This design comes from an exercise in tuning for small area on the open sky130 flow, not from production work.
In this exercise RTL edits were held to simulation tests only and were not proved equivalent to the original.
Power is estimated from default activity; no workload was simulated.

--- flow/config.mk ---
export PLATFORM = sky130hd
export DESIGN_NAME = ipdc_top
export DESIGN_NICKNAME = ipdc_top
export VERILOG_FILES = /design/flow/design.v
export SDC_FILE = /design/flow/constraint.sdc
export NUM_CORES = 4
export LEC_CHECK = 0
export CAP_MARGIN = 20
export CORE_MARGIN = 2
export CORE_UTILIZATION = 40
export SLEW_MARGIN = 20
--- flow/constraint.sdc ---
create_clock -name core_clock -period 6.0 [get_ports {i_clk}]
set_input_delay 1.2000 -clock core_clock [delete_from_list [all_inputs] [get_ports {i_clk}]]
set_output_delay 1.2000 -clock core_clock [all_outputs]
set_load 0.01 [all_outputs]
--- flow/design.v ---
package ipdc_pkg;
	localparam int CHAN_W = 8;
	localparam int PIX_W  = 3 * CHAN_W;
	localparam int ADDR_W = 6;
	typedef logic [CHAN_W-1:0] chan_t;
	typedef logic [PIX_W-1:0]  pixel_t;
	typedef logic [ADDR_W-1:0] pix_addr_t;
	typedef enum logic [2:0] {
		OP_LOAD        = 3'd0,
		OP_SHIFT_RIGHT = 3'd1,
		OP_SHIFT_DOWN  = 3'd2,
		OP_DEFAULT     = 3'd3,
		OP_ZOOM        = 3'd4,
		OP_FILTER      = 3'd5,
		OP_YCBCR       = 3'd6,
		OP_RGB         = 3'd7
	} op_mode_t;
	typedef struct packed {
		logic      valid;
		pix_addr_t addr;
		logic      ycbcr;
	} rd_req_t;
	typedef struct packed {
		logic   valid;
		pixel_t pixel;
		logic   ycbcr;
	} pix_beat_t;
	localparam pix_addr_t ZOOM_ORIGIN = 6'd18;
endpackage
module image_buffer #(
	parameter int IMG_SIDE = 8
) (
	input  logic                i_clk,
	input  logic                i_rst_n,
	input  logic                i_wr_en,
	input  ipdc_pkg::pix_addr_t i_wr_addr,
	input  ipdc_pkg::pixel_t    i_wr_data,
	input  ipdc_pkg::rd_req_t   i_rd_req,
	output ipdc_pkg::pix_beat_t o_beat
);
	localparam int NPIX = IMG_SIDE * IMG_SIDE;
	ipdc_pkg::pixel_t mem [NPIX];
	always_ff @(posedge i_clk or negedge i_rst_n) begin
		if (!i_rst_n) begin
			for (int i = 0; i < NPIX; i++)
				mem[i] <= '0;
		end else if (i_wr_en) begin
			mem[i_wr_addr] <= i_wr_data;
		end
	end
	always_ff @(posedge i_clk or negedge i_rst_n) begin
		if (!i_rst_n) begin
			o_beat <= '0;
		end else begin
			o_beat.valid <= i_rd_req.valid;
			o_beat.ycbcr <= i_rd_req.ycbcr;
			o_beat.pixel <= mem[i_rd_req.addr];
		end
	end
endmodule
module pixel_formatter (
	input  logic                i_clk,
	input  logic                i_rst_n,
	input  ipdc_pkg::pix_beat_t i_beat,
	output logic                o_out_valid,
	output ipdc_pkg::pixel_t    o_out_data
);
	function automatic logic [ipdc_pkg::CHAN_W-1:0] clamp8(input logic signed [11:0] v);
		if (v < 0)
			clamp8 = '0;
		else if (v > 255)
			clamp8 = 8'hff;
		else
			clamp8 = v[7:0];
	endfunction
	ipdc_pkg::chan_t r, g, b;
	logic signed [11:0] r_s, g_s, b_s;
	logic signed [11:0] y_sum, cb_sum, cr_sum;
	logic signed [11:0] y_pre, cb_pre, cr_pre;
	ipdc_pkg::pixel_t ycc_pix;
	ipdc_pkg::pixel_t fmt_pix;
	assign r = i_beat.pixel[7:0];
	assign g = i_beat.pixel[15:8];
	assign b = i_beat.pixel[23:16];
	assign r_s = $signed({4'b0, r});
	assign g_s = $signed({4'b0, g});
	assign b_s = $signed({4'b0, b});
	assign y_sum = (r_s <<< 1) + g_s * 12'sd5 + 12'sd4;
	assign cb_sum = (b_s <<< 2) - r_s - (g_s <<< 1) + 12'sd4;
	assign cr_sum = (r_s <<< 2) - g_s * 12'sd3 - b_s + 12'sd4;
	assign y_pre  = y_sum >>> 3;
	assign cb_pre = (cb_sum >>> 3) + 12'sd128;
	assign cr_pre = (cr_sum >>> 3) + 12'sd128;
	assign ycc_pix = {clamp8(cr_pre), clamp8(cb_pre), clamp8(y_pre)};
	assign fmt_pix = i_beat.ycbcr ? ycc_pix : i_beat.pixel;
	always_ff @(posedge i_clk or negedge i_rst_n) begin
		if (!i_rst_n) begin
			o_out_valid <= 1'b0;
			o_out_data  <= '0;
		end else begin
			o_out_valid <= i_beat.valid;
			o_out_data  <= i_beat.valid ? fmt_pix : '0;
		end
	end
endmodule
module ipdc_ctrl #(
	parameter int IMG_SIDE = 8,
	parameter int WIN_SIDE = 4
) (
	input  logic                i_clk,
	input  logic                i_rst_n,
	input  logic                i_op_valid,
	input  ipdc_pkg::op_mode_t  i_op_mode,
	input  logic                i_in_valid,
	input  ipdc_pkg::pixel_t    i_in_data,
	output logic                o_in_ready,
	output logic                o_wr_en,
	output ipdc_pkg::pix_addr_t o_wr_addr,
	output ipdc_pkg::pixel_t    o_wr_data,
	output ipdc_pkg::rd_req_t   o_rd_req
);
	localparam int NPIX  = IMG_SIDE * IMG_SIDE;
	localparam int COL_W = $clog2(IMG_SIDE);
	localparam int WB    = $clog2(WIN_SIDE);
	localparam int WIN_W = 2 * WB;
	localparam int EDGE  = IMG_SIDE - WIN_SIDE;
	typedef enum logic [1:0] {
		IDLE,
		LOAD,
		SHOW
	} state_t;
	state_t              state;
	ipdc_pkg::pix_addr_t load_cnt;
	ipdc_pkg::pix_addr_t origin;
	logic                ycbcr_mode;
	logic [WIN_W-1:0]    win_cnt;
	logic                op_acc;
	logic                pix_acc;
	logic [COL_W-1:0]    org_col;
	logic [ipdc_pkg::ADDR_W-COL_W-1:0] org_row;
	logic [WB-1:0]       win_row;
	logic [WB-1:0]       win_col;
	ipdc_pkg::pix_addr_t rd_addr;
	assign o_in_ready = (state != SHOW);
	assign op_acc     = (state == IDLE) && i_op_valid;
	assign pix_acc    = (state == LOAD) && i_in_valid;
	assign o_wr_en   = pix_acc;
	assign o_wr_addr = load_cnt;
	assign o_wr_data = i_in_data;
	assign org_col = origin[COL_W-1:0];
	assign org_row = origin[ipdc_pkg::ADDR_W-1:COL_W];
	assign win_row = win_cnt[WIN_W-1:WB];
	assign win_col = win_cnt[WB-1:0];
	assign rd_addr = origin + ipdc_pkg::pix_addr_t'({win_row, {COL_W{1'b0}}})
		+ ipdc_pkg::pix_addr_t'(win_col);
	always_ff @(posedge i_clk or negedge i_rst_n) begin
		if (!i_rst_n) begin
			state      <= IDLE;
			load_cnt   <= '0;
			origin     <= '0;
			ycbcr_mode <= 1'b0;
			win_cnt    <= '0;
			o_rd_req   <= '0;
		end else begin
			o_rd_req.valid <= 1'b0;
			case (state)
				IDLE: begin
					if (op_acc) begin
						win_cnt <= '0;
						case (i_op_mode)
							ipdc_pkg::OP_LOAD: begin
								load_cnt <= '0;
								state    <= LOAD;
							end
							ipdc_pkg::OP_SHIFT_RIGHT: begin
								if (int'(org_col) < EDGE)
									origin <= origin + 1'b1;
								state <= SHOW;
							end
							ipdc_pkg::OP_SHIFT_DOWN: begin
								if (int'(org_row) < EDGE)
									origin <= origin + ipdc_pkg::pix_addr_t'(IMG_SIDE);
								state <= SHOW;
							end
							ipdc_pkg::OP_DEFAULT: begin
								origin <= '0;
								state  <= SHOW;
							end
							ipdc_pkg::OP_ZOOM: begin
								origin <= ipdc_pkg::ZOOM_ORIGIN;
								state  <= SHOW;
							end
							ipdc_pkg::OP_FILTER: state <= IDLE;
							ipdc_pkg::OP_YCBCR: begin
								ycbcr_mode <= 1'b1;
								state      <= SHOW;
							end
							ipdc_pkg::OP_RGB: begin
								ycbcr_mode <= 1'b0;
								state      <= SHOW;
							end
						endcase
					end
				end
				LOAD: begin
					if (pix_acc) begin
						load_cnt <= load_cnt + 1'b1;
						if (int'(load_cnt) == NPIX - 1) begin
							load_cnt <= '0;
							state    <= IDLE;
						end
					end
				end
				SHOW: begin
					o_rd_req.valid <= 1'b1;
					o_rd_req.addr  <= rd_addr;
					o_rd_req.ycbcr <= ycbcr_mode;
					win_cnt        <= win_cnt + 1'b1;
					if (&win_cnt)
						state <= IDLE;
				end
				default: state <= IDLE;
			endcase
		end
	end
endmodule
module ipdc_top #(
	parameter int IMG_SIDE = 8,
	parameter int WIN_SIDE = 4
) (
	input  logic               i_clk,
	input  logic               i_rst_n,
	input  logic               i_op_valid,
	input  ipdc_pkg::op_mode_t i_op_mode,
	input  logic               i_in_valid,
	input  ipdc_pkg::pixel_t   i_in_data,
	output logic               o_in_ready,
	output logic               o_out_valid,
	output ipdc_pkg::pixel_t   o_out_data
);
	logic                wr_en;
	ipdc_pkg::pix_addr_t wr_addr;
	ipdc_pkg::pixel_t    wr_data;
	ipdc_pkg::rd_req_t   rd_req;
	ipdc_pkg::pix_beat_t beat;
	ipdc_ctrl #(
		.IMG_SIDE(IMG_SIDE),
		.WIN_SIDE(WIN_SIDE)
	) u_ctrl (
		.i_clk      (i_clk),
		.i_rst_n    (i_rst_n),
		.i_op_valid (i_op_valid),
		.i_op_mode  (i_op_mode),
		.i_in_valid (i_in_valid),
		.i_in_data  (i_in_data),
		.o_in_ready (o_in_ready),
		.o_wr_en    (wr_en),
		.o_wr_addr  (wr_addr),
		.o_wr_data  (wr_data),
		.o_rd_req   (rd_req)
	);
	image_buffer #(
		.IMG_SIDE(IMG_SIDE)
	) u_buf (
		.i_clk     (i_clk),
		.i_rst_n   (i_rst_n),
		.i_wr_en   (wr_en),
		.i_wr_addr (wr_addr),
		.i_wr_data (wr_data),
		.i_rd_req  (rd_req),
		.o_beat    (beat)
	);
	pixel_formatter u_fmt (
		.i_clk       (i_clk),
		.i_rst_n     (i_rst_n),
		.i_beat      (beat),
		.o_out_valid (o_out_valid),
		.o_out_data  (o_out_data)
	);
endmodule
--- flow/run.sh ---
#!/bin/bash
# synth_recipe.tcl (not shown) runs the flow's synth.tcl, then flattens the netlist and writes it again
# the make line also repeats each setting of config.mk as NAME=value (left out here)
make -C /OpenROAD-flow-scripts/flow DESIGN_CONFIG=/design/flow/config.mk WORK_HOME=/design/flow/orfs CLKGATE_MAP_FILE= SYNTH_SCRIPT=/design/flow/synth_recipe.tcl finish
==> results.cfg <==
[yosys]
yosys_warnings = 4
synth_seq_area_share_pct = 55.3
synth_top_cell_area_share_pct = 55.3
synth_nets = 5611
synth_edf_count = 0
synthArstFlopShare_pct = 100
synth.cell_area_mm2 = 0.0730
synth_ff_type = dfrtp_1
synth_area_leaders = dfrtp_1 (55%), mux2_2 (24%), a22oi_1 (7.3%)
ys_ff_latch = 1614
syn_avg_cell_area_um2 = 13.3
synth.distinct_cells = 75
yosys.area.top_type = dfrtp_1
synthCells = 5481

[global_route]
grt_pass1_vias = 50160
antenna_found_initial = 17
track_usage_pct = 31.9
grt.overflow.total = 0
grt_pass1_wl_um = 413000
grt_max_degree = 176

[routing]
drt-initial-drc-count = 7565
drc = 0
ant_nets = 0
dr_total_vias = 52411
viasPerCell = 6.66
drt_pass1_iterations = 6
totalWireLength_um = 302000
wl_per_cell_um = 38.3

[power]
design_power_total_w = 0.0362
power_frac_clock_pct = 30.3
p_per_area_mw_per_mm2 = 444
p_sw_share_pct = 33.7
leakagePower_nw = 38.7
peakVddDrop_mv = 0.438
p_switching_w = 0.0122
intPower_w = 0.0240
p_comb_share_pct = 28.7
seq_power_share_pct = 41.0

[cts]
clockBufferDepth = 3
worstSkewPairLatency_ns = 0.85
ctsHoldBuffers = 0
cts_sinks = 1614
cts_tree = done
cts_root_buf = clkbuf_16
post-cts-setup-buffers = 0
cts_buffers = 173
cts_max_level = 4
cts_resized = 0
cts.clk_slew.worst_paths_ns = 0.06

[finish]
multiInputGateArea_mm2 = 0.0301
nets = 5499
post-route-cell-area_mm2 = 0.0816
drive_gt1_share_pct = 39.1
regArea_mm2 = 0.0404
n_fill_cell = 16359
area_delta_synth_final_pct = 11.7

[timing]
hold_violations = 0
tightestPinTransition_ns = 1.33
fmax_ghz = 0.217
fin_crit_ns = 4.60
slew_headroom_pct = 11.4
hold_slack_ns = 0.296
setup_viol = 0
rsz0062_at_grt = false
clock_skew_ns = 0.0389
slew_viol_final = 0
finalCritPeriodShare_pct = 76.7
fin_ws_ns = 1.40
fin_tns_setup_ns = 0

[placed_design]
hpwlAfterDp_um = 176000
port_buffers = 56
placed_cell_area_mm2 = 0.0758
place.gp.congestion = 0.896
post-place-ws_ns = 1.47

[floorplanning]
fp-row-count = 156
io_pins = 57
die_area_mm2 = 0.186
start_util_pct = 40.3
die_h_um = 431
die_w_um = 431
core_mm2 = 0.181

[hold_path]
min_path_type = input pin to asynchronous set/reset pin

[run_status]
status = no timing/DRC/antenna violations

[setup_path]
worstSetupEndpointType = flip-flop
required_ns = 6.60
start_kind = flip-flop
crit_type = flip-flop to flip-flop
arrival_ns = 5.20
crit_path_max_fanout = 17

[flow_run]
maxCapViolCount = 0
## cells by family (layout without fill, tap and decap cells)
logic type | after synthesis | count (layout) | share of synthesized area (%)
multiplexers | 1537 | 1537 | 23.7
other | 0 | 11 | 0
AND/OR/NAND/NOR | 680 | 680 | 5.65
flip-flops | 1614 | 1614 | 55.3
adder cells (fa/ha/maj) | 99 | 99 | 1.81
buffers and inverters | 581 | 594 | 3.87
AO/OA/AOI/OAI | 935 | 935 | 9.25
XOR/XNOR | 35 | 35 | 0.420
## Yosys cell counts, drive strengths merged (6+ instances only)
| cell type | number |
|---|---|
| o21bai | 8 |
| mux2 | 1536 |
| nor2b | 8 |
| nor3 | 27 |
| nand3 | 64 |
| a21oi | 68 |
| inv | 62 |
| and2 | 70 |
| fa | 11 |
| ha | 88 |
| a2111oi | 17 |
| nand2b | 6 |
| nand2 | 110 |
| buf | 308 |
| a21o | 10 |
| nand4 | 158 |
| clkbuf | 211 |
| or3 | 8 |
| nor2 | 98 |
| nor4 | 45 |
| o21a | 6 |
| o31ai | 8 |
| dfrtp | 1614 |
| and3 | 55 |
| xor2 | 13 |
| a22oi | 710 |
| o21ai | 60 |
| a31oi | 16 |
| xnor2 | 22 |
## path summary, 6_finish.rpt
kind | startpoint | end | slack (ns) | depth (start not counted)
setup / recovery | u_ctrl.o_rd_req[3] | u_buf.o_beat[8] | 1.40 | 7
hold / removal | i_rst_n | u_buf.mem[12][10] | 0.30 | 1
setup reg to reg | u_ctrl.o_rd_req[3] | u_buf.o_beat[8] | 1.40 | 7
hold reg to reg | u_buf.mem[14][17] | u_buf.mem[14][17] | 0.49 | 1
max in group asynchronous | i_rst_n | u_buf.mem[23][22] | 3.97 | 2
min in group core_clock | u_buf.mem[14][17] | u_buf.mem[14][17] | 0.49 | 1
## final cells by class
class / instances / share of cell area, %
Clock buffer: 260 / 6.30
Timing Repair Buffer: 232 / 2.57
Tap cell: 2370 / 3.64
Antenna cell: 11 / 0.0338
Clock inverter: 40 / 0.681
Sequential cell: 1614 / 49.5
Inverter: 62 / 0.285
Multi-Input combinational cell: 3286 / 37.0
## stage by stage
step / std cells / util, %
6_report: 7875 / 45.0
5_1_grt: 7864 / 45.0
4_1_cts: 7862 / 45.0
3_5_place_dp: 7562 / 41.8
3_3_place_gp: 7556 / 41.7
2_1_floorplan: 5481 / -
## power groups by stage
| stage | sequential, W | clock [W] | combinational (W) |
|---|---|---|---|
| final | 0.0149 | 0.0110 | 0.0104 |
| after global placement | 0.0148 | 0 | 0.0100 |
| after CTS | 0.0148 | 0.0110 | 0.0102 |
| after global routing | 0.0151 | 0.0114 | 0.0111 |
| after floorplan | 0.0144 | 0 | 0.00719 |
| after detailed placement | 0.0149 | 0 | 0.0102 |
## cells in the final DEF (no fill, tap or decap), types with 15 or more instances in the layout
cell type / instances
dfrtp_1: 1614
mux2_2: 1525
a22oi_1: 708
clkbuf_16: 176
buf_4: 164
nand4_1: 158
nand2_1: 106
ha_1: 88
a21oi_1: 68
nor2_1: 65
inv_1: 62
and3_1: 55
o21ai_0: 55
and2_2: 46
nor4_1: 44
clkbuf_1: 42
clkbuf_8: 42
nand3_1: 34
clkdlybuf4s50_1: 31
nand3_2: 30
nor3_1: 27
xnor2_1: 22
nor2_4: 22
and2_4: 18
buf_12: 17
a31oi_1: 16
buf_2: 15
## per-layer routing
| layer | vias up | share of wire (%) | GRT usage, % |
|---|---|---|---|
| met3 | 798 | 12 | 9.69 |
| li1 | 20083 | - | - |
| met2 | 3345 | 44 | 47.3 |
| met5 | - | 0.030 | 0 |
| met1 | 28169 | 40 | 42.6 |
| met4 | 16 | 5.2 | 15.4 |
## state kept, by name, indices dropped and copies added, names as in the netlist
register,count
u_ctrl.ycbcr_mode,1
u_fmt.o_out_data,24
u_ctrl.origin,6
u_fmt.o_out_valid,1
u_buf.mem,1536
u_buf.o_beat,26
u_ctrl.o_rd_req,8
u_ctrl.win_cnt,4
u_ctrl.load_cnt,6
u_ctrl.state,2
## critical path, stage by stage (launching register included)
cell	delay, ns
dfrtp_1	0.86
nor4bb_4	0.79
and2_2	0.99
buf_4	0.48
a22oi_1	0.16
nand4_1	0.15
nor4_1	0.08
a21oi_1	0.84

[port drivers added, routing unchanged]
In the flow no input, the clock included, has a driving cell. The finished layout below was timed again as built, in two steps.
Step 1 assumes that a clkbuf_16 drives the clock port and a buf_2 every other input.
Step 2 also shifts input and output timing later by t, the mid clock arrival at the registers, as if the neighbouring blocks saw the same clock.
Slacks: ideal ports / drivers / drivers and shift; pairs: ideal ports / drivers.
shift t [ns]: 0.917
setup slack, ns: 1.399 / 1.399 / 1.399
worst setup path at the end: register to register
cell pins on the clock port's net: 1
After both steps this run still meets setup and hold. For this run, drivers alone change the setup slack by 0.000 ns; drivers and shift together by 0.000 ns.
